From an optimization exercise on the open Yosys and OpenROAD flow, aimed at small area and few clock cycles; shortcuts taken in it are not production practice. Only simulation tests tie the RTL to the original design; equivalence was not proved.

===== flow/config.mk =====
export PLATFORM = sky130hd
export DESIGN_NAME = pw_conv_top
export DESIGN_NICKNAME = pw_conv_top
export VERILOG_FILES = /design/flow/design.v
export SDC_FILE = /design/flow/constraint.sdc
export NUM_CORES = 4
export LEC_CHECK = 0
export CAP_MARGIN = 20
export CORE_MARGIN = 2
export CORE_UTILIZATION = 40
export SLEW_MARGIN = 20

===== flow/design.v =====
    localparam int PARAM_W     = 128;
    localparam int PIXEL_W     = 64;
    localparam int LANES       = 8;
    localparam int PARAM_BYTES = PARAM_W / 8;
    localparam int PIXEL_BYTES = PIXEL_W / 8;
    localparam int SIZE_W      = 32;
    localparam int LANE_W      = 8;
    localparam int BIAS_LANE_W = 16;
    localparam int WT_W        = LANES * LANE_W;
    localparam int MEM_DEPTH     = 16;
    localparam int MEM_AW        = 4;
    localparam int PARAM_IDX_LSB = 4;
    localparam int PIXEL_IDX_LSB = 3;
    localparam int RESET_CYCLES = 8;
    localparam int RST_CNT_W    = 3;
    localparam int QM_W    = 16;
    localparam int QN_W    = 5;
    localparam int ACC_W   = 17;
    localparam int SCALE_W = ACC_W + QM_W + 1;
    localparam int Q_MAX   = 127;
    localparam int Q_MIN   = -128;
    localparam logic [2:0] ST_IDLE         = 3'd0;
    localparam logic [2:0] ST_RESET        = 3'd1;
    localparam logic [2:0] ST_LOAD_WEIGHTS = 3'd2;
    localparam logic [2:0] ST_LOAD_BIAS    = 3'd3;
    localparam logic [2:0] ST_START        = 3'd4;
    localparam logic [2:0] ST_PROCESS      = 3'd5;
    localparam logic [2:0] ST_DONE         = 3'd6;
`timescale 1ns/1ns
module pw_mac (
    input  logic [7:0]  p,
    input  logic [7:0]  w,
    input  logic [15:0] b,
    output logic [16:0] acc
);
    logic t1;
    logic t2;
    logic t3;
    logic t4;
    logic t5;
    logic t6;
    logic t7;
    logic t8;
    logic t9;
    logic t10;
    logic t11;
    logic t12;
    logic t13;
    logic t14;
    logic t15;
    logic t16;
    logic t17;
    logic t18;
    logic t19;
    logic t20;
    logic t21;
    logic t22;
    logic t23;
    logic t24;
    logic t25;
    logic t26;
    logic t27;
    logic t28;
    logic t29;
    logic t30;
    logic t31;
    logic t32;
    logic t33;
    logic t34;
    logic t35;
    logic t36;
    logic t37;
    logic t38;
    logic t39;
    logic t40;
    logic t41;
    logic t42;
    logic t43;
    logic t44;
    logic t45;
    logic t46;
    logic t47;
    logic t48;
    logic t49;
    logic t50;
    logic t51;
    logic t52;
    logic t53;
    logic t54;
    logic t55;
    logic t56;
    logic t57;
    logic t58;
    logic t59;
    logic t60;
    logic t61;
    logic t62;
    logic t63;
    logic t64;
    logic t65;
    logic t66;
    logic t67;
    logic t68;
    logic t69;
    logic t70;
    logic t71;
    logic t72;
    logic t73;
    logic t74;
    logic t75;
    logic t76;
    logic t77;
    logic t78;
    logic t79;
    logic t80;
    logic t81;
    logic t82;
    logic t83;
    logic t84;
    logic t85;
    logic t86;
    logic t87;
    logic t88;
    logic t89;
    logic t90;
    logic t91;
    logic t92;
    logic t93;
    logic t94;
    logic t95;
    logic t96;
    logic t97;
    logic t98;
    logic t99;
    logic t100;
    logic t101;
    logic t102;
    logic t103;
    logic t104;
    logic t105;
    logic t106;
    logic t107;
    logic t108;
    logic t109;
    logic t110;
    logic t111;
    logic t112;
    logic [16:0] ra, rb;
    assign t1 = (p[0] & w[5]) ^ (p[1] & w[4]);
    assign t2 = (p[0] & w[5]) & (p[1] & w[4]);
    assign t3 = (p[0] & w[6]) ^ (p[1] & w[5]) ^ (p[2] & w[4]);
    assign t4 = ((p[0] & w[6]) & (p[1] & w[5])) | ((p[0] & w[6]) & (p[2] & w[4])) | ((p[1] & w[5]) & (p[2] & w[4]));
    assign t5 = (p[3] & w[3]) ^ (p[4] & w[2]);
    assign t6 = (p[3] & w[3]) & (p[4] & w[2]);
    assign t7 = ~(p[0] & w[7]) ^ (p[1] & w[6]) ^ (p[2] & w[5]);
    assign t8 = (~(p[0] & w[7]) & (p[1] & w[6])) | (~(p[0] & w[7]) & (p[2] & w[5])) | ((p[1] & w[6]) & (p[2] & w[5]));
    assign t9 = (p[3] & w[4]) ^ (p[4] & w[3]) ^ (p[5] & w[2]);
    assign t10 = ((p[3] & w[4]) & (p[4] & w[3])) | ((p[3] & w[4]) & (p[5] & w[2])) | ((p[4] & w[3]) & (p[5] & w[2]));
    assign t11 = (p[6] & w[1]) ^ ~(p[7] & w[0]);
    assign t12 = (p[6] & w[1]) & ~(p[7] & w[0]);
    assign t13 = ~(p[1] & w[7]) ^ (p[2] & w[6]) ^ (p[3] & w[5]);
    assign t14 = (~(p[1] & w[7]) & (p[2] & w[6])) | (~(p[1] & w[7]) & (p[3] & w[5])) | ((p[2] & w[6]) & (p[3] & w[5]));
    assign t15 = (p[4] & w[4]) ^ (p[5] & w[3]) ^ (p[6] & w[2]);
    assign t16 = ((p[4] & w[4]) & (p[5] & w[3])) | ((p[4] & w[4]) & (p[6] & w[2])) | ((p[5] & w[3]) & (p[6] & w[2]));
    assign t17 = ~(p[7] & w[1]) ^ b[8] ^ 1'b1;
    assign t18 = (~(p[7] & w[1]) & b[8]) | (~(p[7] & w[1]) & 1'b1) | (b[8] & 1'b1);
    assign t19 = ~(p[2] & w[7]) ^ (p[3] & w[6]) ^ (p[4] & w[5]);
    assign t20 = (~(p[2] & w[7]) & (p[3] & w[6])) | (~(p[2] & w[7]) & (p[4] & w[5])) | ((p[3] & w[6]) & (p[4] & w[5]));
    assign t21 = (p[5] & w[4]) ^ (p[6] & w[3]) ^ ~(p[7] & w[2]);
    assign t22 = ((p[5] & w[4]) & (p[6] & w[3])) | ((p[5] & w[4]) & ~(p[7] & w[2])) | ((p[6] & w[3]) & ~(p[7] & w[2]));
    assign t23 = ~(p[3] & w[7]) ^ (p[4] & w[6]) ^ (p[5] & w[5]);
    assign t24 = (~(p[3] & w[7]) & (p[4] & w[6])) | (~(p[3] & w[7]) & (p[5] & w[5])) | ((p[4] & w[6]) & (p[5] & w[5]));
    assign t25 = (p[0] & w[3]) ^ (p[1] & w[2]);
    assign t26 = (p[0] & w[3]) & (p[1] & w[2]);
    assign t27 = (p[0] & w[4]) ^ (p[1] & w[3]) ^ (p[2] & w[2]);
    assign t28 = ((p[0] & w[4]) & (p[1] & w[3])) | ((p[0] & w[4]) & (p[2] & w[2])) | ((p[1] & w[3]) & (p[2] & w[2]));
    assign t29 = (p[3] & w[1]) ^ (p[4] & w[0]);
    assign t30 = (p[3] & w[1]) & (p[4] & w[0]);
    assign t31 = t1 ^ (p[2] & w[3]) ^ (p[3] & w[2]);
    assign t32 = (t1 & (p[2] & w[3])) | (t1 & (p[3] & w[2])) | ((p[2] & w[3]) & (p[3] & w[2]));
    assign t33 = (p[4] & w[1]) ^ (p[5] & w[0]) ^ b[5];
    assign t34 = ((p[4] & w[1]) & (p[5] & w[0])) | ((p[4] & w[1]) & b[5]) | ((p[5] & w[0]) & b[5]);
    assign t35 = t3 ^ t5 ^ (p[5] & w[1]);
    assign t36 = (t3 & t5) | (t3 & (p[5] & w[1])) | (t5 & (p[5] & w[1]));
    assign t37 = (p[6] & w[0]) ^ b[6] ^ t2;
    assign t38 = ((p[6] & w[0]) & b[6]) | ((p[6] & w[0]) & t2) | (b[6] & t2);
    assign t39 = t7 ^ t9 ^ t11;
    assign t40 = (t7 & t9) | (t7 & t11) | (t9 & t11);
    assign t41 = b[7] ^ t4 ^ t6;
    assign t42 = (b[7] & t4) | (b[7] & t6) | (t4 & t6);
    assign t43 = t13 ^ t15 ^ t17;
    assign t44 = (t13 & t15) | (t13 & t17) | (t15 & t17);
    assign t45 = t8 ^ t10 ^ t12;
    assign t46 = (t8 & t10) | (t8 & t12) | (t10 & t12);
    assign t47 = t19 ^ t21 ^ b[9];
    assign t48 = (t19 & t21) | (t19 & b[9]) | (t21 & b[9]);
    assign t49 = t14 ^ t16 ^ t18;
    assign t50 = (t14 & t16) | (t14 & t18) | (t16 & t18);
    assign t51 = t23 ^ (p[6] & w[4]) ^ ~(p[7] & w[3]);
    assign t52 = (t23 & (p[6] & w[4])) | (t23 & ~(p[7] & w[3])) | ((p[6] & w[4]) & ~(p[7] & w[3]));
    assign t53 = b[10] ^ t20 ^ t22;
    assign t54 = (b[10] & t20) | (b[10] & t22) | (t20 & t22);
    assign t55 = ~(p[4] & w[7]) ^ (p[5] & w[6]) ^ (p[6] & w[5]);
    assign t56 = (~(p[4] & w[7]) & (p[5] & w[6])) | (~(p[4] & w[7]) & (p[6] & w[5])) | ((p[5] & w[6]) & (p[6] & w[5]));
    assign t57 = ~(p[7] & w[4]) ^ b[11] ^ t24;
    assign t58 = (~(p[7] & w[4]) & b[11]) | (~(p[7] & w[4]) & t24) | (b[11] & t24);
    assign t59 = ~(p[5] & w[7]) ^ (p[6] & w[6]) ^ ~(p[7] & w[5]);
    assign t60 = (~(p[5] & w[7]) & (p[6] & w[6])) | (~(p[5] & w[7]) & ~(p[7] & w[5])) | ((p[6] & w[6]) & ~(p[7] & w[5]));
    assign t61 = (p[0] & w[2]) ^ (p[1] & w[1]);
    assign t62 = (p[0] & w[2]) & (p[1] & w[1]);
    assign t63 = t25 ^ (p[2] & w[1]) ^ (p[3] & w[0]);
    assign t64 = (t25 & (p[2] & w[1])) | (t25 & (p[3] & w[0])) | ((p[2] & w[1]) & (p[3] & w[0]));
    assign t65 = t27 ^ t29 ^ b[4];
    assign t66 = (t27 & t29) | (t27 & b[4]) | (t29 & b[4]);
    assign t67 = t31 ^ t33 ^ t28;
    assign t68 = (t31 & t33) | (t31 & t28) | (t33 & t28);
    assign t69 = t35 ^ t37 ^ t32;
    assign t70 = (t35 & t37) | (t35 & t32) | (t37 & t32);
    assign t71 = t39 ^ t41 ^ t36;
    assign t72 = (t39 & t41) | (t39 & t36) | (t41 & t36);
    assign t73 = t43 ^ t45 ^ t40;
    assign t74 = (t43 & t45) | (t43 & t40) | (t45 & t40);
    assign t75 = t47 ^ t49 ^ t44;
    assign t76 = (t47 & t49) | (t47 & t44) | (t49 & t44);
    assign t77 = t51 ^ t53 ^ t48;
    assign t78 = (t51 & t53) | (t51 & t48) | (t53 & t48);
    assign t79 = t55 ^ t57 ^ t52;
    assign t80 = (t55 & t57) | (t55 & t52) | (t57 & t52);
    assign t81 = t59 ^ b[12] ^ t56;
    assign t82 = (t59 & b[12]) | (t59 & t56) | (b[12] & t56);
    assign t83 = ~(p[6] & w[7]) ^ ~(p[7] & w[6]) ^ b[13];
    assign t84 = (~(p[6] & w[7]) & ~(p[7] & w[6])) | (~(p[6] & w[7]) & b[13]) | (~(p[7] & w[6]) & b[13]);
    assign t85 = (p[0] & w[1]) ^ (p[1] & w[0]);
    assign t86 = (p[0] & w[1]) & (p[1] & w[0]);
    assign t87 = t61 ^ (p[2] & w[0]) ^ b[2];
    assign t88 = (t61 & (p[2] & w[0])) | (t61 & b[2]) | ((p[2] & w[0]) & b[2]);
    assign t89 = t63 ^ b[3] ^ t62;
    assign t90 = (t63 & b[3]) | (t63 & t62) | (b[3] & t62);
    assign t91 = t65 ^ t26 ^ t64;
    assign t92 = (t65 & t26) | (t65 & t64) | (t26 & t64);
    assign t93 = t67 ^ t30 ^ t66;
    assign t94 = (t67 & t30) | (t67 & t66) | (t30 & t66);
    assign t95 = t69 ^ t34 ^ t68;
    assign t96 = (t69 & t34) | (t69 & t68) | (t34 & t68);
    assign t97 = t71 ^ t38 ^ t70;
    assign t98 = (t71 & t38) | (t71 & t70) | (t38 & t70);
    assign t99 = t73 ^ t42 ^ t72;
    assign t100 = (t73 & t42) | (t73 & t72) | (t42 & t72);
    assign t101 = t75 ^ t46 ^ t74;
    assign t102 = (t75 & t46) | (t75 & t74) | (t46 & t74);
    assign t103 = t77 ^ t50 ^ t76;
    assign t104 = (t77 & t50) | (t77 & t76) | (t50 & t76);
    assign t105 = t79 ^ t54 ^ t78;
    assign t106 = (t79 & t54) | (t79 & t78) | (t54 & t78);
    assign t107 = t81 ^ t58 ^ t80;
    assign t108 = (t81 & t58) | (t81 & t80) | (t58 & t80);
    assign t109 = t83 ^ t60 ^ t82;
    assign t110 = (t83 & t60) | (t83 & t82) | (t60 & t82);
    assign t111 = (p[7] & w[7]) ^ b[14] ^ t84;
    assign t112 = ((p[7] & w[7]) & b[14]) | ((p[7] & w[7]) & t84) | (b[14] & t84);
    assign ra = {1'b1, ~b[15], t111, t109, t107, t105, t103, t101, t99, t97, t95, t93, t91, t89, t87, t85, (p[0] & w[0])};
    assign rb = {1'b0, t112, t110, t108, t106, t104, t102, t100, t98, t96, t94, t92, t90, t88, t86, b[1], b[0]};
    assign acc = ra + rb;
endmodule
module pw_mul (
    input  logic [16:0] acc,
    input  logic [8:0]  one,
    input  logic [8:0]  two,
    input  logic [7:0]  neg,
    output logic [32:0] prod
);
    logic [17:0] ae;
    assign ae = {acc[16], acc};
    logic [17:0] sel0;
    assign sel0 = ({18{one[0]}} & ae | {18{two[0]}} & {ae[16:0], 1'b0}) ^ {18{neg[0]}};
    logic [17:0] sel1;
    assign sel1 = ({18{one[1]}} & ae | {18{two[1]}} & {ae[16:0], 1'b0}) ^ {18{neg[1]}};
    logic [17:0] sel2;
    assign sel2 = ({18{one[2]}} & ae | {18{two[2]}} & {ae[16:0], 1'b0}) ^ {18{neg[2]}};
    logic [17:0] sel3;
    assign sel3 = ({18{one[3]}} & ae | {18{two[3]}} & {ae[16:0], 1'b0}) ^ {18{neg[3]}};
    logic [17:0] sel4;
    assign sel4 = ({18{one[4]}} & ae | {18{two[4]}} & {ae[16:0], 1'b0}) ^ {18{neg[4]}};
    logic [17:0] sel5;
    assign sel5 = ({18{one[5]}} & ae | {18{two[5]}} & {ae[16:0], 1'b0}) ^ {18{neg[5]}};
    logic [17:0] sel6;
    assign sel6 = ({18{one[6]}} & ae | {18{two[6]}} & {ae[16:0], 1'b0}) ^ {18{neg[6]}};
    logic [17:0] sel7;
    assign sel7 = ({18{one[7]}} & ae | {18{two[7]}} & {ae[16:0], 1'b0}) ^ {18{neg[7]}};
    logic [17:0] sel8;
    assign sel8 = {18{one[8]}} & ae;
    logic u1;
    logic u2;
    logic u3;
    logic u4;
    logic u5;
    logic u6;
    logic u7;
    logic u8;
    logic u9;
    logic u10;
    logic u11;
    logic u12;
    logic u13;
    logic u14;
    logic u15;
    logic u16;
    logic u17;
    logic u18;
    logic u19;
    logic u20;
    logic u21;
    logic u22;
    logic u23;
    logic u24;
    logic u25;
    logic u26;
    logic u27;
    logic u28;
    logic u29;
    logic u30;
    logic u31;
    logic u32;
    logic u33;
    logic u34;
    logic u35;
    logic u36;
    logic u37;
    logic u38;
    logic u39;
    logic u40;
    logic u41;
    logic u42;
    logic u43;
    logic u44;
    logic u45;
    logic u46;
    logic u47;
    logic u48;
    logic u49;
    logic u50;
    logic u51;
    logic u52;
    logic u53;
    logic u54;
    logic u55;
    logic u56;
    logic u57;
    logic u58;
    logic u59;
    logic u60;
    logic u61;
    logic u62;
    logic u63;
    logic u64;
    logic u65;
    logic u66;
    logic u67;
    logic u68;
    logic u69;
    logic u70;
    logic u71;
    logic u72;
    logic u73;
    logic u74;
    logic u75;
    logic u76;
    logic u77;
    logic u78;
    logic u79;
    logic u80;
    logic u81;
    logic u82;
    logic u83;
    logic u84;
    logic u85;
    logic u86;
    logic u87;
    logic u88;
    logic u89;
    logic u90;
    logic u91;
    logic u92;
    logic u93;
    logic u94;
    logic u95;
    logic u96;
    logic u97;
    logic u98;
    logic u99;
    logic u100;
    logic u101;
    logic u102;
    logic u103;
    logic u104;
    logic u105;
    logic u106;
    logic u107;
    logic u108;
    logic u109;
    logic u110;
    logic u111;
    logic u112;
    logic u113;
    logic u114;
    logic u115;
    logic u116;
    logic u117;
    logic u118;
    logic u119;
    logic u120;
    logic u121;
    logic u122;
    logic u123;
    logic u124;
    logic u125;
    logic u126;
    logic u127;
    logic u128;
    logic u129;
    logic u130;
    logic u131;
    logic u132;
    logic u133;
    logic u134;
    logic u135;
    logic u136;
    logic u137;
    logic u138;
    logic u139;
    logic u140;
    logic u141;
    logic u142;
    logic u143;
    logic u144;
    logic u145;
    logic u146;
    logic u147;
    logic u148;
    logic u149;
    logic u150;
    logic u151;
    logic u152;
    logic u153;
    logic u154;
    logic u155;
    logic u156;
    logic u157;
    logic u158;
    logic u159;
    logic u160;
    logic u161;
    logic u162;
    logic u163;
    logic u164;
    logic u165;
    logic u166;
    logic u167;
    logic u168;
    logic u169;
    logic u170;
    logic u171;
    logic u172;
    logic u173;
    logic u174;
    logic u175;
    logic u176;
    logic u177;
    logic u178;
    logic u179;
    logic u180;
    logic u181;
    logic u182;
    logic u183;
    logic u184;
    logic u185;
    logic u186;
    logic u187;
    logic u188;
    logic u189;
    logic u190;
    logic u191;
    logic u192;
    logic u193;
    logic u194;
    logic u195;
    logic u196;
    logic u197;
    logic u198;
    logic u199;
    logic u200;
    logic u201;
    logic u202;
    logic u203;
    logic u204;
    logic u205;
    logic u206;
    logic u207;
    logic u208;
    logic u209;
    logic u210;
    logic u211;
    logic u212;
    logic u213;
    logic u214;
    logic u215;
    logic u216;
    logic u217;
    logic u218;
    logic u219;
    logic u220;
    logic u221;
    logic u222;
    logic u223;
    logic u224;
    logic u225;
    logic u226;
    logic u227;
    logic u228;
    logic u229;
    logic u230;
    logic u231;
    logic u232;
    logic u233;
    logic u234;
    logic u235;
    logic u236;
    logic u237;
    logic u238;
    logic u239;
    logic u240;
    logic u241;
    logic u242;
    logic u243;
    logic u244;
    logic u245;
    logic u246;
    logic u247;
    logic u248;
    logic u249;
    logic u250;
    logic u251;
    logic u252;
    logic u253;
    logic u254;
    logic u255;
    logic u256;
    logic u257;
    logic u258;
    logic u259;
    logic u260;
    logic u261;
    logic u262;
    logic u263;
    logic u264;
    logic u265;
    logic u266;
    logic u267;
    logic u268;
    logic u269;
    logic u270;
    logic u271;
    logic u272;
    logic u273;
    logic u274;
    logic u275;
    logic u276;
    logic u277;
    logic u278;
    logic u279;
    logic u280;
    logic u281;
    logic u282;
    logic [32:0] ra, rb;
    assign u1 = ~sel0[17] ^ sel1[16];
    assign u2 = ~sel0[17] & sel1[16];
    assign u3 = sel1[17] ^ sel2[15];
    assign u4 = sel1[17] & sel2[15];
    assign u5 = sel0[10] ^ sel1[8];
    assign u6 = sel0[10] & sel1[8];
    assign u7 = sel0[11] ^ sel1[9];
    assign u8 = sel0[11] & sel1[9];
    assign u9 = sel0[12] ^ sel1[10] ^ sel2[8];
    assign u10 = (sel0[12] & sel1[10]) | (sel0[12] & sel2[8]) | (sel1[10] & sel2[8]);
    assign u11 = sel3[6] ^ sel4[4];
    assign u12 = sel3[6] & sel4[4];
    assign u13 = sel0[13] ^ sel1[11] ^ sel2[9];
    assign u14 = (sel0[13] & sel1[11]) | (sel0[13] & sel2[9]) | (sel1[11] & sel2[9]);
    assign u15 = sel3[7] ^ sel4[5];
    assign u16 = sel3[7] & sel4[5];
    assign u17 = sel0[14] ^ sel1[12] ^ sel2[10];
    assign u18 = (sel0[14] & sel1[12]) | (sel0[14] & sel2[10]) | (sel1[12] & sel2[10]);
    assign u19 = sel3[8] ^ sel4[6] ^ sel5[4];
    assign u20 = (sel3[8] & sel4[6]) | (sel3[8] & sel5[4]) | (sel4[6] & sel5[4]);
    assign u21 = sel6[2] ^ sel7[0];
    assign u22 = sel6[2] & sel7[0];
    assign u23 = sel0[15] ^ sel1[13] ^ sel2[11];
    assign u24 = (sel0[15] & sel1[13]) | (sel0[15] & sel2[11]) | (sel1[13] & sel2[11]);
    assign u25 = sel3[9] ^ sel4[7] ^ sel5[5];
    assign u26 = (sel3[9] & sel4[7]) | (sel3[9] & sel5[5]) | (sel4[7] & sel5[5]);
    assign u27 = sel6[3] ^ sel7[1];
    assign u28 = sel6[3] & sel7[1];
    assign u29 = sel0[16] ^ sel1[14] ^ sel2[12];
    assign u30 = (sel0[16] & sel1[14]) | (sel0[16] & sel2[12]) | (sel1[14] & sel2[12]);
    assign u31 = sel3[10] ^ sel4[8] ^ sel5[6];
    assign u32 = (sel3[10] & sel4[8]) | (sel3[10] & sel5[6]) | (sel4[8] & sel5[6]);
    assign u33 = sel6[4] ^ sel7[2] ^ sel8[0];
    assign u34 = (sel6[4] & sel7[2]) | (sel6[4] & sel8[0]) | (sel7[2] & sel8[0]);
    assign u35 = sel0[17] ^ sel1[15] ^ sel2[13];
    assign u36 = (sel0[17] & sel1[15]) | (sel0[17] & sel2[13]) | (sel1[15] & sel2[13]);
    assign u37 = sel3[11] ^ sel4[9] ^ sel5[7];
    assign u38 = (sel3[11] & sel4[9]) | (sel3[11] & sel5[7]) | (sel4[9] & sel5[7]);
    assign u39 = sel6[5] ^ sel7[3] ^ sel8[1];
    assign u40 = (sel6[5] & sel7[3]) | (sel6[5] & sel8[1]) | (sel7[3] & sel8[1]);
    assign u41 = u1 ^ sel2[14] ^ sel3[12];
    assign u42 = (u1 & sel2[14]) | (u1 & sel3[12]) | (sel2[14] & sel3[12]);
    assign u43 = sel4[10] ^ sel5[8] ^ sel6[6];
    assign u44 = (sel4[10] & sel5[8]) | (sel4[10] & sel6[6]) | (sel5[8] & sel6[6]);
    assign u45 = sel7[4] ^ sel8[2] ^ 1'b1;
    assign u46 = (sel7[4] & sel8[2]) | (sel7[4] & 1'b1) | (sel8[2] & 1'b1);
    assign u47 = u3 ^ sel3[13] ^ sel4[11];
    assign u48 = (u3 & sel3[13]) | (u3 & sel4[11]) | (sel3[13] & sel4[11]);
    assign u49 = sel5[9] ^ sel6[7] ^ sel7[5];
    assign u50 = (sel5[9] & sel6[7]) | (sel5[9] & sel7[5]) | (sel6[7] & sel7[5]);
    assign u51 = sel8[3] ^ 1'b1 ^ u2;
    assign u52 = (sel8[3] & 1'b1) | (sel8[3] & u2) | (1'b1 & u2);
    assign u53 = ~sel1[17] ^ sel2[16] ^ sel3[14];
    assign u54 = (~sel1[17] & sel2[16]) | (~sel1[17] & sel3[14]) | (sel2[16] & sel3[14]);
    assign u55 = sel4[12] ^ sel5[10] ^ sel6[8];
    assign u56 = (sel4[12] & sel5[10]) | (sel4[12] & sel6[8]) | (sel5[10] & sel6[8]);
    assign u57 = sel7[6] ^ sel8[4] ^ u4;
    assign u58 = (sel7[6] & sel8[4]) | (sel7[6] & u4) | (sel8[4] & u4);
    assign u59 = sel2[17] ^ sel3[15] ^ sel4[13];
    assign u60 = (sel2[17] & sel3[15]) | (sel2[17] & sel4[13]) | (sel3[15] & sel4[13]);
    assign u61 = sel5[11] ^ sel6[9] ^ sel7[7];
    assign u62 = (sel5[11] & sel6[9]) | (sel5[11] & sel7[7]) | (sel6[9] & sel7[7]);
    assign u63 = sel8[5] ^ 1'b1;
    assign u64 = sel8[5] & 1'b1;
    assign u65 = ~sel2[17] ^ sel3[16] ^ sel4[14];
    assign u66 = (~sel2[17] & sel3[16]) | (~sel2[17] & sel4[14]) | (sel3[16] & sel4[14]);
    assign u67 = sel5[12] ^ sel6[10] ^ sel7[8];
    assign u68 = (sel5[12] & sel6[10]) | (sel5[12] & sel7[8]) | (sel6[10] & sel7[8]);
    assign u69 = sel3[17] ^ sel4[15] ^ sel5[13];
    assign u70 = (sel3[17] & sel4[15]) | (sel3[17] & sel5[13]) | (sel4[15] & sel5[13]);
    assign u71 = sel6[11] ^ sel7[9];
    assign u72 = sel6[11] & sel7[9];
    assign u73 = ~sel3[17] ^ sel4[16] ^ sel5[14];
    assign u74 = (~sel3[17] & sel4[16]) | (~sel3[17] & sel5[14]) | (sel4[16] & sel5[14]);
    assign u75 = sel4[17] ^ sel5[15];
    assign u76 = sel4[17] & sel5[15];
    assign u77 = sel0[6] ^ sel1[4];
    assign u78 = sel0[6] & sel1[4];
    assign u79 = sel0[7] ^ sel1[5];
    assign u80 = sel0[7] & sel1[5];
    assign u81 = sel0[8] ^ sel1[6] ^ sel2[4];
    assign u82 = (sel0[8] & sel1[6]) | (sel0[8] & sel2[4]) | (sel1[6] & sel2[4]);
    assign u83 = sel3[2] ^ sel4[0];
    assign u84 = sel3[2] & sel4[0];
    assign u85 = sel0[9] ^ sel1[7] ^ sel2[5];
    assign u86 = (sel0[9] & sel1[7]) | (sel0[9] & sel2[5]) | (sel1[7] & sel2[5]);
    assign u87 = sel3[3] ^ sel4[1];
    assign u88 = sel3[3] & sel4[1];
    assign u89 = u5 ^ sel2[6] ^ sel3[4];
    assign u90 = (u5 & sel2[6]) | (u5 & sel3[4]) | (sel2[6] & sel3[4]);
    assign u91 = sel4[2] ^ sel5[0] ^ neg[5];
    assign u92 = (sel4[2] & sel5[0]) | (sel4[2] & neg[5]) | (sel5[0] & neg[5]);
    assign u93 = u7 ^ sel2[7] ^ sel3[5];
    assign u94 = (u7 & sel2[7]) | (u7 & sel3[5]) | (sel2[7] & sel3[5]);
    assign u95 = sel4[3] ^ sel5[1] ^ u6;
    assign u96 = (sel4[3] & sel5[1]) | (sel4[3] & u6) | (sel5[1] & u6);
    assign u97 = u9 ^ u11 ^ sel5[2];
    assign u98 = (u9 & u11) | (u9 & sel5[2]) | (u11 & sel5[2]);
    assign u99 = sel6[0] ^ neg[6] ^ u8;
    assign u100 = (sel6[0] & neg[6]) | (sel6[0] & u8) | (neg[6] & u8);
    assign u101 = u13 ^ u15 ^ sel5[3];
    assign u102 = (u13 & u15) | (u13 & sel5[3]) | (u15 & sel5[3]);
    assign u103 = sel6[1] ^ u10 ^ u12;
    assign u104 = (sel6[1] & u10) | (sel6[1] & u12) | (u10 & u12);
    assign u105 = u17 ^ u19 ^ u21;
    assign u106 = (u17 & u19) | (u17 & u21) | (u19 & u21);
    assign u107 = neg[7] ^ u14 ^ u16;
    assign u108 = (neg[7] & u14) | (neg[7] & u16) | (u14 & u16);
    assign u109 = u23 ^ u25 ^ u27;
    assign u110 = (u23 & u25) | (u23 & u27) | (u25 & u27);
    assign u111 = u18 ^ u20 ^ u22;
    assign u112 = (u18 & u20) | (u18 & u22) | (u20 & u22);
    assign u113 = u29 ^ u31 ^ u33;
    assign u114 = (u29 & u31) | (u29 & u33) | (u31 & u33);
    assign u115 = u24 ^ u26 ^ u28;
    assign u116 = (u24 & u26) | (u24 & u28) | (u26 & u28);
    assign u117 = u35 ^ u37 ^ u39;
    assign u118 = (u35 & u37) | (u35 & u39) | (u37 & u39);
    assign u119 = u30 ^ u32 ^ u34;
    assign u120 = (u30 & u32) | (u30 & u34) | (u32 & u34);
    assign u121 = u41 ^ u43 ^ u45;
    assign u122 = (u41 & u43) | (u41 & u45) | (u43 & u45);
    assign u123 = u36 ^ u38 ^ u40;
    assign u124 = (u36 & u38) | (u36 & u40) | (u38 & u40);
    assign u125 = u47 ^ u49 ^ u51;
    assign u126 = (u47 & u49) | (u47 & u51) | (u49 & u51);
    assign u127 = u42 ^ u44 ^ u46;
    assign u128 = (u42 & u44) | (u42 & u46) | (u44 & u46);
    assign u129 = u53 ^ u55 ^ u57;
    assign u130 = (u53 & u55) | (u53 & u57) | (u55 & u57);
    assign u131 = u48 ^ u50 ^ u52;
    assign u132 = (u48 & u50) | (u48 & u52) | (u50 & u52);
    assign u133 = u59 ^ u61 ^ u63;
    assign u134 = (u59 & u61) | (u59 & u63) | (u61 & u63);
    assign u135 = u54 ^ u56 ^ u58;
    assign u136 = (u54 & u56) | (u54 & u58) | (u56 & u58);
    assign u137 = u65 ^ u67 ^ sel8[6];
    assign u138 = (u65 & u67) | (u65 & sel8[6]) | (u67 & sel8[6]);
    assign u139 = u60 ^ u62 ^ u64;
    assign u140 = (u60 & u62) | (u60 & u64) | (u62 & u64);
    assign u141 = u69 ^ u71 ^ sel8[7];
    assign u142 = (u69 & u71) | (u69 & sel8[7]) | (u71 & sel8[7]);
    assign u143 = 1'b1 ^ u66 ^ u68;
    assign u144 = (1'b1 & u66) | (1'b1 & u68) | (u66 & u68);
    assign u145 = u73 ^ sel6[12] ^ sel7[10];
    assign u146 = (u73 & sel6[12]) | (u73 & sel7[10]) | (sel6[12] & sel7[10]);
    assign u147 = sel8[8] ^ u70 ^ u72;
    assign u148 = (sel8[8] & u70) | (sel8[8] & u72) | (u70 & u72);
    assign u149 = u75 ^ sel6[13] ^ sel7[11];
    assign u150 = (u75 & sel6[13]) | (u75 & sel7[11]) | (sel6[13] & sel7[11]);
    assign u151 = sel8[9] ^ 1'b1 ^ u74;
    assign u152 = (sel8[9] & 1'b1) | (sel8[9] & u74) | (1'b1 & u74);
    assign u153 = ~sel4[17] ^ sel5[16] ^ sel6[14];
    assign u154 = (~sel4[17] & sel5[16]) | (~sel4[17] & sel6[14]) | (sel5[16] & sel6[14]);
    assign u155 = sel7[12] ^ sel8[10] ^ u76;
    assign u156 = (sel7[12] & sel8[10]) | (sel7[12] & u76) | (sel8[10] & u76);
    assign u157 = sel5[17] ^ sel6[15] ^ sel7[13];
    assign u158 = (sel5[17] & sel6[15]) | (sel5[17] & sel7[13]) | (sel6[15] & sel7[13]);
    assign u159 = sel8[11] ^ 1'b1;
    assign u160 = sel8[11] & 1'b1;
    assign u161 = ~sel5[17] ^ sel6[16] ^ sel7[14];
    assign u162 = (~sel5[17] & sel6[16]) | (~sel5[17] & sel7[14]) | (sel6[16] & sel7[14]);
    assign u163 = sel6[17] ^ sel7[15];
    assign u164 = sel6[17] & sel7[15];
    assign u165 = sel0[4] ^ sel1[2];
    assign u166 = sel0[4] & sel1[2];
    assign u167 = sel0[5] ^ sel1[3];
    assign u168 = sel0[5] & sel1[3];
    assign u169 = u77 ^ sel2[2] ^ sel3[0];
    assign u170 = (u77 & sel2[2]) | (u77 & sel3[0]) | (sel2[2] & sel3[0]);
    assign u171 = u79 ^ sel2[3] ^ sel3[1];
    assign u172 = (u79 & sel2[3]) | (u79 & sel3[1]) | (sel2[3] & sel3[1]);
    assign u173 = u81 ^ u83 ^ neg[4];
    assign u174 = (u81 & u83) | (u81 & neg[4]) | (u83 & neg[4]);
    assign u175 = u85 ^ u87 ^ u82;
    assign u176 = (u85 & u87) | (u85 & u82) | (u87 & u82);
    assign u177 = u89 ^ u91 ^ u86;
    assign u178 = (u89 & u91) | (u89 & u86) | (u91 & u86);
    assign u179 = u93 ^ u95 ^ u90;
    assign u180 = (u93 & u95) | (u93 & u90) | (u95 & u90);
    assign u181 = u97 ^ u99 ^ u94;
    assign u182 = (u97 & u99) | (u97 & u94) | (u99 & u94);
    assign u183 = u101 ^ u103 ^ u98;
    assign u184 = (u101 & u103) | (u101 & u98) | (u103 & u98);
    assign u185 = u105 ^ u107 ^ u102;
    assign u186 = (u105 & u107) | (u105 & u102) | (u107 & u102);
    assign u187 = u109 ^ u111 ^ u106;
    assign u188 = (u109 & u111) | (u109 & u106) | (u111 & u106);
    assign u189 = u113 ^ u115 ^ u110;
    assign u190 = (u113 & u115) | (u113 & u110) | (u115 & u110);
    assign u191 = u117 ^ u119 ^ u114;
    assign u192 = (u117 & u119) | (u117 & u114) | (u119 & u114);
    assign u193 = u121 ^ u123 ^ u118;
    assign u194 = (u121 & u123) | (u121 & u118) | (u123 & u118);
    assign u195 = u125 ^ u127 ^ u122;
    assign u196 = (u125 & u127) | (u125 & u122) | (u127 & u122);
    assign u197 = u129 ^ u131 ^ u126;
    assign u198 = (u129 & u131) | (u129 & u126) | (u131 & u126);
    assign u199 = u133 ^ u135 ^ u130;
    assign u200 = (u133 & u135) | (u133 & u130) | (u135 & u130);
    assign u201 = u137 ^ u139 ^ u134;
    assign u202 = (u137 & u139) | (u137 & u134) | (u139 & u134);
    assign u203 = u141 ^ u143 ^ u138;
    assign u204 = (u141 & u143) | (u141 & u138) | (u143 & u138);
    assign u205 = u145 ^ u147 ^ u142;
    assign u206 = (u145 & u147) | (u145 & u142) | (u147 & u142);
    assign u207 = u149 ^ u151 ^ u146;
    assign u208 = (u149 & u151) | (u149 & u146) | (u151 & u146);
    assign u209 = u153 ^ u155 ^ u150;
    assign u210 = (u153 & u155) | (u153 & u150) | (u155 & u150);
    assign u211 = u157 ^ u159 ^ u154;
    assign u212 = (u157 & u159) | (u157 & u154) | (u159 & u154);
    assign u213 = u161 ^ sel8[12] ^ u158;
    assign u214 = (u161 & sel8[12]) | (u161 & u158) | (sel8[12] & u158);
    assign u215 = u163 ^ sel8[13] ^ 1'b1;
    assign u216 = (u163 & sel8[13]) | (u163 & 1'b1) | (sel8[13] & 1'b1);
    assign u217 = ~sel6[17] ^ sel7[16] ^ sel8[14];
    assign u218 = (~sel6[17] & sel7[16]) | (~sel6[17] & sel8[14]) | (sel7[16] & sel8[14]);
    assign u219 = sel7[17] ^ sel8[15];
    assign u220 = sel7[17] & sel8[15];
    assign u221 = sel0[2] ^ sel1[0];
    assign u222 = sel0[2] & sel1[0];
    assign u223 = sel0[3] ^ sel1[1];
    assign u224 = sel0[3] & sel1[1];
    assign u225 = u165 ^ sel2[0] ^ neg[2];
    assign u226 = (u165 & sel2[0]) | (u165 & neg[2]) | (sel2[0] & neg[2]);
    assign u227 = u167 ^ sel2[1] ^ u166;
    assign u228 = (u167 & sel2[1]) | (u167 & u166) | (sel2[1] & u166);
    assign u229 = u169 ^ neg[3] ^ u168;
    assign u230 = (u169 & neg[3]) | (u169 & u168) | (neg[3] & u168);
    assign u231 = u171 ^ u78 ^ u170;
    assign u232 = (u171 & u78) | (u171 & u170) | (u78 & u170);
    assign u233 = u173 ^ u80 ^ u172;
    assign u234 = (u173 & u80) | (u173 & u172) | (u80 & u172);
    assign u235 = u175 ^ u84 ^ u174;
    assign u236 = (u175 & u84) | (u175 & u174) | (u84 & u174);
    assign u237 = u177 ^ u88 ^ u176;
    assign u238 = (u177 & u88) | (u177 & u176) | (u88 & u176);
    assign u239 = u179 ^ u92 ^ u178;
    assign u240 = (u179 & u92) | (u179 & u178) | (u92 & u178);
    assign u241 = u181 ^ u96 ^ u180;
    assign u242 = (u181 & u96) | (u181 & u180) | (u96 & u180);
    assign u243 = u183 ^ u100 ^ u182;
    assign u244 = (u183 & u100) | (u183 & u182) | (u100 & u182);
    assign u245 = u185 ^ u104 ^ u184;
    assign u246 = (u185 & u104) | (u185 & u184) | (u104 & u184);
    assign u247 = u187 ^ u108 ^ u186;
    assign u248 = (u187 & u108) | (u187 & u186) | (u108 & u186);
    assign u249 = u189 ^ u112 ^ u188;
    assign u250 = (u189 & u112) | (u189 & u188) | (u112 & u188);
    assign u251 = u191 ^ u116 ^ u190;
    assign u252 = (u191 & u116) | (u191 & u190) | (u116 & u190);
    assign u253 = u193 ^ u120 ^ u192;
    assign u254 = (u193 & u120) | (u193 & u192) | (u120 & u192);
    assign u255 = u195 ^ u124 ^ u194;
    assign u256 = (u195 & u124) | (u195 & u194) | (u124 & u194);
    assign u257 = u197 ^ u128 ^ u196;
    assign u258 = (u197 & u128) | (u197 & u196) | (u128 & u196);
    assign u259 = u199 ^ u132 ^ u198;
    assign u260 = (u199 & u132) | (u199 & u198) | (u132 & u198);
    assign u261 = u201 ^ u136 ^ u200;
    assign u262 = (u201 & u136) | (u201 & u200) | (u136 & u200);
    assign u263 = u203 ^ u140 ^ u202;
    assign u264 = (u203 & u140) | (u203 & u202) | (u140 & u202);
    assign u265 = u205 ^ u144 ^ u204;
    assign u266 = (u205 & u144) | (u205 & u204) | (u144 & u204);
    assign u267 = u207 ^ u148 ^ u206;
    assign u268 = (u207 & u148) | (u207 & u206) | (u148 & u206);
    assign u269 = u209 ^ u152 ^ u208;
    assign u270 = (u209 & u152) | (u209 & u208) | (u152 & u208);
    assign u271 = u211 ^ u156 ^ u210;
    assign u272 = (u211 & u156) | (u211 & u210) | (u156 & u210);
    assign u273 = u213 ^ u160 ^ u212;
    assign u274 = (u213 & u160) | (u213 & u212) | (u160 & u212);
    assign u275 = u215 ^ u162 ^ u214;
    assign u276 = (u215 & u162) | (u215 & u214) | (u162 & u214);
    assign u277 = u217 ^ u164 ^ u216;
    assign u278 = (u217 & u164) | (u217 & u216) | (u164 & u216);
    assign u279 = u219 ^ 1'b1 ^ u218;
    assign u280 = (u219 & 1'b1) | (u219 & u218) | (1'b1 & u218);
    assign u281 = ~sel7[17] ^ sel8[16] ^ u220;
    assign u282 = (~sel7[17] & sel8[16]) | (~sel7[17] & u220) | (sel8[16] & u220);
    assign ra = {u281, u279, u277, u275, u273, u271, u269, u267, u265, u263, u261, u259, u257, u255, u253, u251, u249, u247, u245, u243, u241, u239, u237, u235, u233, u231, u229, u227, u225, u223, u221, sel0[1], sel0[0]};
    assign rb = {u280, u278, u276, u274, u272, u270, u268, u266, u264, u262, u260, u258, u256, u254, u252, u250, u248, u246, u244, u242, u240, u238, u236, u234, u232, u230, u228, u226, u224, u222, neg[1], 1'b0, neg[0]};
    assign prod = ra + rb;
endmodule
module pw_requant (
    input  logic [16:0]        acc,
    input  logic [8:0]         one,
    input  logic [8:0]         two,
    input  logic [7:0]         neg,
    input  logic [4:0]         n,
    input  logic               relu,
    input  logic [31:7]        keep_mask,    
    output logic [7:0]         q
);
    logic [32:0] prod;
    logic [39:0] ext;
    logic [7:0]  sh8;
    logic        sgn;
    logic        ovf;
    pw_mul u_mul (
        .acc  (acc),
        .one  (one),
        .two  (two),
        .neg  (neg),
        .prod (prod)
    );
    assign sgn = prod[32];
    assign ext = {{7{sgn}}, prod};
    assign sh8 = ext[n +: 8];
    assign ovf = |((prod[31:7] ^ {25{sgn}}) & keep_mask);
    always_comb begin
        if (relu && sgn)  q = 8'h00;
        else if (ovf)     q = sgn ? 8'h80 : 8'h7f;
        else              q = sh8;
    end
endmodule
`timescale 1ns/1ns
module pw_conv_top (
    input  logic               ap_clk,
    input  logic               areset,
    input  logic               ap_start,
    input  logic [31:0]        num_weights,
    input  logic [31:0]        num_bias,
    input  logic [31:0]        num_pixels,
    input  logic [15:0]        cfg_quant_m,
    input  logic [4:0]         cfg_quant_n,
    input  logic               cfg_use_relu,
    input  logic [127:0]       param_data,
    input  logic               param_valid,
    input  logic [63:0]        pixel_data,
    input  logic               pixel_valid,
    output logic               ap_idle,
    output logic               ap_done,
    output logic               param_ready,
    output logic               pixel_ready,
    output logic [63:0]        out_data,
    output logic               out_valid,
    output logic               out_last
);
    localparam int PARAM_W     = 128;
    localparam int PIXEL_W     = 64;
    localparam int LANES       = 8;
    localparam int PARAM_BYTES = PARAM_W / 8;
    localparam int PIXEL_BYTES = PIXEL_W / 8;
    localparam int SIZE_W      = 32;
    localparam int LANE_W      = 8;
    localparam int BIAS_LANE_W = 16;
    localparam int WT_W        = LANES * LANE_W;
    localparam int MEM_DEPTH     = 16;
    localparam int MEM_AW        = 4;
    localparam int PARAM_IDX_LSB = 4;
    localparam int PIXEL_IDX_LSB = 3;
    localparam int RESET_CYCLES = 8;
    localparam int RST_CNT_W    = 3;
    localparam int QM_W    = 16;
    localparam int QN_W    = 5;
    localparam int ACC_W   = 17;
    localparam int SCALE_W = ACC_W + QM_W + 1;
    localparam int Q_MAX   = 127;
    localparam int Q_MIN   = -128;
    localparam logic [2:0] ST_IDLE         = 3'd0;
    localparam logic [2:0] ST_RESET        = 3'd1;
    localparam logic [2:0] ST_LOAD_WEIGHTS = 3'd2;
    localparam logic [2:0] ST_LOAD_BIAS    = 3'd3;
    localparam logic [2:0] ST_START        = 3'd4;
    localparam logic [2:0] ST_PROCESS      = 3'd5;
    localparam logic [2:0] ST_DONE         = 3'd6;
    logic        running;
    logic [3:0]  cur;
    logic [4:0]  wcnt, bcnt;
    logic [13:0] pcnt;
    logic        wfin, bfin, pfin;
    logic        start, active, full_load;
    logic [3:0]  nxt;
    logic [4:0]  wb, bb, wbase, bbase;
    logic [13:0] xb, pbase;
    logic        wph, bph, pph;
    logic        wwe, bwe, pfire;
    logic        w_ok, b_ok;
    logic [4:0]  wcnt_n, bcnt_n;
    logic [13:0] pcnt_n;
    assign wb = num_weights[8:4] + {4'd0, |num_weights[3:0]};
    assign bb = num_bias[8:4]    + {4'd0, |num_bias[3:0]};
    assign xb = num_pixels[16:3] + {13'd0, |num_pixels[2:0]};
    assign ap_done = running & wfin & bfin & pfin;
    assign ap_idle = ~running | ap_done;
    assign start   = ap_start & ap_idle;
    assign active  = start | (running & ~ap_done);
    assign full_load = (wb == 5'd16) && (bb == 5'd16);
    assign nxt       = (start && full_load) ? 4'd0 : cur + 4'd1;
    assign wbase = ap_done ? 5'd0  : wcnt;
    assign bbase = ap_done ? 5'd0  : bcnt;
    assign pbase = ap_done ? 14'd0 : pcnt;
    assign wph = active && (wbase < wb);
    assign bph = active && (wbase == wb) && (bbase < bb);
    assign pph = active && (pbase < xb);
    assign param_ready = (wph && (nxt == wbase[3:0])) || (bph && (nxt == bbase[3:0]));
    assign wwe = param_valid && wph && (nxt == wbase[3:0]);
    assign bwe = param_valid && bph && (nxt == bbase[3:0]);
    assign w_ok = (pbase >= {9'd0, wb}) || (pbase < {9'd0, wbase}) ||
                  ((pbase == {9'd0, wbase}) && wwe);
    assign b_ok = (pbase >= {9'd0, bb}) || (pbase < {9'd0, bbase}) ||
                  ((pbase == {9'd0, bbase}) && bwe);
    assign pixel_ready = pph && (nxt == pbase[3:0]) && w_ok && b_ok;
    assign pfire = pixel_valid && pixel_ready;
    assign wcnt_n = wbase + {4'd0, wwe};
    assign bcnt_n = bbase + {4'd0, bwe};
    assign pcnt_n = pbase + {13'd0, pfire};
    always_ff @(posedge ap_clk) begin
        if (areset) begin
            running <= 1'b0;
            cur     <= 4'd0;
            wcnt    <= '0;
            bcnt    <= '0;
            pcnt    <= '0;
            wfin    <= 1'b0;
            bfin    <= 1'b0;
            pfin    <= 1'b0;
        end else begin
            running <= active;
            cur     <= nxt;
            wcnt    <= active ? wcnt_n : 5'd0;
            bcnt    <= active ? bcnt_n : 5'd0;
            pcnt    <= active ? pcnt_n : 14'd0;
            wfin    <= active && (wcnt_n == wb);
            bfin    <= active && (bcnt_n == bb);
            pfin    <= active && (pcnt_n == xb);
        end
    end
    logic [63:0]  wring [16];
    logic [127:0] bring [16];
    logic [63:0]  w_in;
    logic [127:0] b_in;
    assign w_in = wwe ? param_data[63:0] : wring[15];
    assign b_in = bwe ? param_data       : bring[15];
    always_ff @(posedge ap_clk) begin
        wring[0] <= w_in;
        bring[0] <= b_in;
        for (int i = 1; i < 16; i++) begin
            wring[i] <= wring[i-1];
            bring[i] <= bring[i-1];
        end
    end
    logic [16:0]        acc_r [LANES];
    logic               v_r, l_r;
    logic [15:0]        m_r;
    logic [4:0]         n_r;
    logic               relu_r;
    logic [31:7]        keep_mask;
    logic [16:0]        acc_n [LANES];
    logic [8:0]         m_one, m_two;
    logic [7:0]         m_neg;
    logic [17:0]        mx;
    for (genvar g = 0; g < LANES; g++) begin : g_mac
        pw_mac u_mac (
            .p   (pixel_data[g*8 +: 8]),
            .w   (w_in[g*8 +: 8]),
            .b   (b_in[g*16 +: 16]),
            .acc (acc_n[g])
        );
    end
    always_comb begin
        mx = {1'b0, m_r, 1'b0};
        for (int k = 0; k < 9; k++) begin
            m_one[k] = mx[2*k+1] ^ mx[2*k];
            m_two[k] = (k < 8) ? ((mx[2*k+2] & ~mx[2*k+1] & ~mx[2*k]) |
                                  (~mx[2*k+2] & mx[2*k+1] & mx[2*k])) : 1'b0;
        end
        for (int k = 0; k < 8; k++) begin
            m_neg[k] = mx[2*k+2] & ~(mx[2*k+1] & mx[2*k]);
        end
    end
    always_ff @(posedge ap_clk) begin
        if (areset) begin
            v_r <= 1'b0;
        end else begin
            v_r <= pfire;
        end
        l_r    <= pcnt_n == xb;
        m_r    <= cfg_quant_m;
        n_r    <= cfg_quant_n;
        relu_r <= cfg_use_relu;
        for (int i = 0; i < LANES; i++) begin
            acc_r[i] <= acc_n[i];
        end
    end
    always_comb begin
        for (int b = 7; b < 32; b++) begin
            keep_mask[b] = (6'(b) >= {1'b0, n_r} + 6'd7);
        end
    end
    for (genvar g = 0; g < LANES; g++) begin : g_lane
        pw_requant u_rq (
            .acc       (acc_r[g]),
            .one       (m_one),
            .two       (m_two),
            .neg       (m_neg),
            .n         (n_r),
            .relu      (relu_r),
            .keep_mask (keep_mask),
            .q         (out_data[g*8 +: 8])
        );
    end
    assign out_valid = v_r;
    assign out_last  = l_r;
endmodule

===== flow/constraint.sdc =====
create_clock -name core_clock -period 12.0 [get_ports {ap_clk}]
set_input_delay 2.4000 -clock core_clock [delete_from_list [all_inputs] [get_ports {ap_clk}]]
set_output_delay 2.4000 -clock core_clock [all_outputs]
set_load 0.01 [all_outputs]

===== flow/run.sh =====
#!/bin/bash
# synth_recipe.tcl (not shown) runs the flow's synth.tcl, then flattens the netlist and writes it again
# the make line also repeats each setting of config.mk as NAME=value (left out here)
make -C /OpenROAD-flow-scripts/flow DESIGN_CONFIG=/design/flow/config.mk WORK_HOME=/design/flow/orfs CLKGATE_MAP_FILE= SYNTH_SCRIPT=/design/flow/synth_recipe.tcl finish

==> results_dict.tcl <==
set metrics [dict create \
    area_delta_synth_final_pct 13.8 \
    grt_start_max_net_pins 160 \
    start_kind "flop" \
    synth_edf_count 0 \
    post-place-ws_ns 0.465 \
    fin_crit_ns 11.87 \
    clock-sinks 3264 \
    r2r_start "running" \
    synthDistinctLibCells 138 \
    ys_warn_count 9 \
    worstPathArrival_ns 9.47 \
    worst-r2r-setup-slack_ns 4.02 \
    holdPathStages 0 \
    first_pass_iters 6 \
    fin_skew_ns 0.0979 \
    rsz0062_at_grt "yes" \
    vias_per_cell 5.36 \
    antenna_found_initial 88 \
    ios 385 \
    max_freq_mhz 84.3 \
    crit_fanout 30 \
    seq_area_frac_synth_pct 39.6 \
    setup_tns_ns 0 \
    synth_top_area_share_pct 39.6 \
    r2r_cells 32 \
    ys_seq_elements 3264 \
    rows 236 \
    path_class "reg -> out" \
    crit_required_ns 9.60 \
    die_area_sq_um 418000 \
    r2r_end "acc_r[4][14]" \
    hp-start "bring[0][80]" \
    hold_violations 0 \
    portBuffers 323 \
    die-height_microns 647 \
    wl_per_cell_microns 23.2 \
    cts.clk_slew.worst_paths_ns 0.09 \
    grt_pass1_wl_mm 760 \
    routed_wl_mm 514 \
    max-cap-violations 0 \
    synth_area_leader_cell "dfxtp_1" \
    synth_most_common_cell "dfxtp_1" \
    synth_common_cells "dfxtp_1 (3264), inv_1 (1711), nand2_1 (1381)" \
    start_util_pct 40.1 \
    max-slew-margin-rel_pct 7.49 \
    syn-num-nets 18500 \
    core_sq_um 412000 \
    cts_max_level 5 \
    tightest_slew_ns 1.37 \
    slew_violations 0 \
    ff_latch_area_sq_um 65400 \
    drcViolationCount 0 \
    gp_congestion 0.963 \
    nNetsFinal 18700 \
    grt_pass1_vias 117000 \
    critPathLaunch "m_r[1]" \
    cts_tree "yes" \
    drtIter0Drc 11400 \
    n_fill_cell 38900 \
    avgSynthCellArea_sq_um 10.2 \
    place_hpwl_mm 374 \
    clkLatencyLatePin_ns 0.99 \
    synth_area_leaders "dfxtp_1 (40%), fa_1 (15%), xnor2_1 (5.8%), ha_1 (5.6%), a22oi_1 (4.2%)" \
    worstSetupEndpointType "output port" \
    vias 118000 \
    outcome "complete, no violations" \
    drtAntennaViolNets 0 \
    whs_endpoint "bring[1][80]" \
    cts_root_buffer "clkbuf_16" \
    overflow 0 \
    die_w_microns 647 \
    grt.total_usage_pct 23.9 \
    layout-drive-gt1-share_pct 9.16 \
    clockBufferDepth 4 \
    synthFlopType "dfxtp_1" \
    setup_viol 0 \
    cts_buffers 304 \
    fin_ws_ns 0.132 \
    netlist_instances 16200 \
    multi_input_area_sq_um 90200 \
    synthArstFlopShare_pct 0 \
    synth_area_sq_um 165000 \
    finalCritPeriodShare_pct 98.9 \
    min_path_type "reg -> reg" \
]
-- logic make-up after synthesis --
family                     share of synthesized area, %
AOI/OAI and AO/OA                                  13.4
xor gates and xnor gates                           8.59
adders and majority gates                          20.7
buffers and inverters                              6.43
DFF                                                39.6
muxes                                              2.63
and+or+nand+nor                                    8.73
-- cells in the final DEF (no fill, tap or decap), types with 97 or more instances in the layout --
cell type and count:
a211oi_1 126, a21o_1 160, a21oi_1 486, a22oi_1 929, a31oi_1 129, and2_1 322, buf_4 481, clkbuf_16 314
clkdlybuf4s50_1 311, dfxtp_1 3249, fa_1 1248, ha_1 710, inv_1 1708, mux2i_1 253, nand2_1 1380, nand2b_1 115
nand3_1 212, nor2_1 485, nor2b_1 136, nor3_1 97, o21ai_0 455, xnor2_1 1097, xor2_1 464
-- per-layer routing --
layer | GRT usage (%) | routed length [microns] | vias to the layer above
li1 | - | - | 54100
met2 | 35.4 | 215000 | 5233
met5 | 0 | 372 | -
met1 | 34.0 | 231000 | 58000
met4 | 8.58 | 20500 | 54
met3 | 5.39 | 47300 | 1037
-- worst max-delay path: stages, from the launching register on --
cell             delay [ns]
dfxtp_4                0.50
nand2_1                0.13
o21ai_4                0.20
buf_4                  0.16
buf_4                  0.18
bufbuf_16              0.40
a22oi_1                0.12
xnor2_1                0.20
fa_1                   0.55
fa_1                   0.43
fa_1                   0.41
fa_1                   0.54
inv_1                  0.04
ha_1                   0.46
a21oi_1                0.15
o21ai_0                0.40
a41o_1                 0.16
o31a_1                 0.19
nand2_1                0.11
xnor2_1                0.58
nor2_1                 0.08
mux2i_1                0.17
o221ai_1               0.13
a2111o_1               0.49
o41a_1                 0.56
a31oi_1                0.26
buf_4                  0.22
clkdlybuf4s50_1        0.56
-- how the worst max path moves through the flow --
stage / endpoint / slack, ns
2_1_floorplan: out_data[48] / 1.29
3_3_place_gp: out_data[23] / 0.54
3_5_place_dp: out_data[19] / 0.47
4_1_cts: out_data[21] / 0.004
5_1_grt: out_data[32] / -0.12
6_report: out_data[30] / 0.13
-- registers in the layout, indices dropped and copies added (netlist names), 5 cells and up --
register and count:
acc_r 136, bcnt 5, bring 2048, m_r 16, n_r 5, pcnt 14
wcnt 5, wring 1024
-- what timing repair did --
item / in CTS / in global routing
buffers inserted: 30 / 57
setup endpoints to repair: 64 / 64
gates resized for setup: 29 / 159
pin swaps: 12 / 40
hold buffers: 0 / 0
cloned: 3 / 8
-- per-stage QoR --
stage / hold slack, ns / instances / instance area, sq um / util (%)
6_report: 0.254 / 22100 / 188000 / 45.6
3_5_place_dp: 0.312 / 21500 / 176000 / 42.6
2_1_floorplan: 0.310 / 16200 / 165000 / -
4_1_cts: 0.240 / 22000 / 187000 / 45.3
3_3_place_gp: 0.310 / 21500 / 176000 / 42.6
5_1_grt: 0.260 / 22100 / 188000 / 45.6
-- layout make-up --
cell class / count / share of cell area [%]
Clock inverter: 135 / 0.892
Timing Repair Buffer: 901 / 4.65
Tap cell: 5474 / 3.64
Timing Repair inverter: 1 / 0.00599
Clock buffer: 414 / 4.60
Sequential cell: 3264 / 34.8
Antenna cell: 20 / 0.0266
Inverter: 1721 / 3.46
Multi-Input combinational cell: 10200 / 47.9
Testbench counts, summed over its fixed seeds: cycles 15,441.

separate check: timing with driven ports:
In the flow no input, the clock included, has a driving cell. The finished layout below was timed again as built, in two steps.
Step 1 assumes that a clkbuf_16 drives the clock port and a buf_2 every other input.
Step 2 times the ports against the registers' clock, not the clock port: input delays grow and output delays shrink by t, the midpoint of the rising clock arrivals with the driver on.
Three values: no drivers, after step 1, after step 2; two values: the first two.
t (ns): 1.037
slack for setup (ns): 0.132 / 0.028 / 0.824
worst slew at a driven data input, ns: 0.18
After both steps setup and hold are still met in this run. For this run, drivers alone change the setup slack by -0.104 ns; drivers and shift together by +0.692 ns.
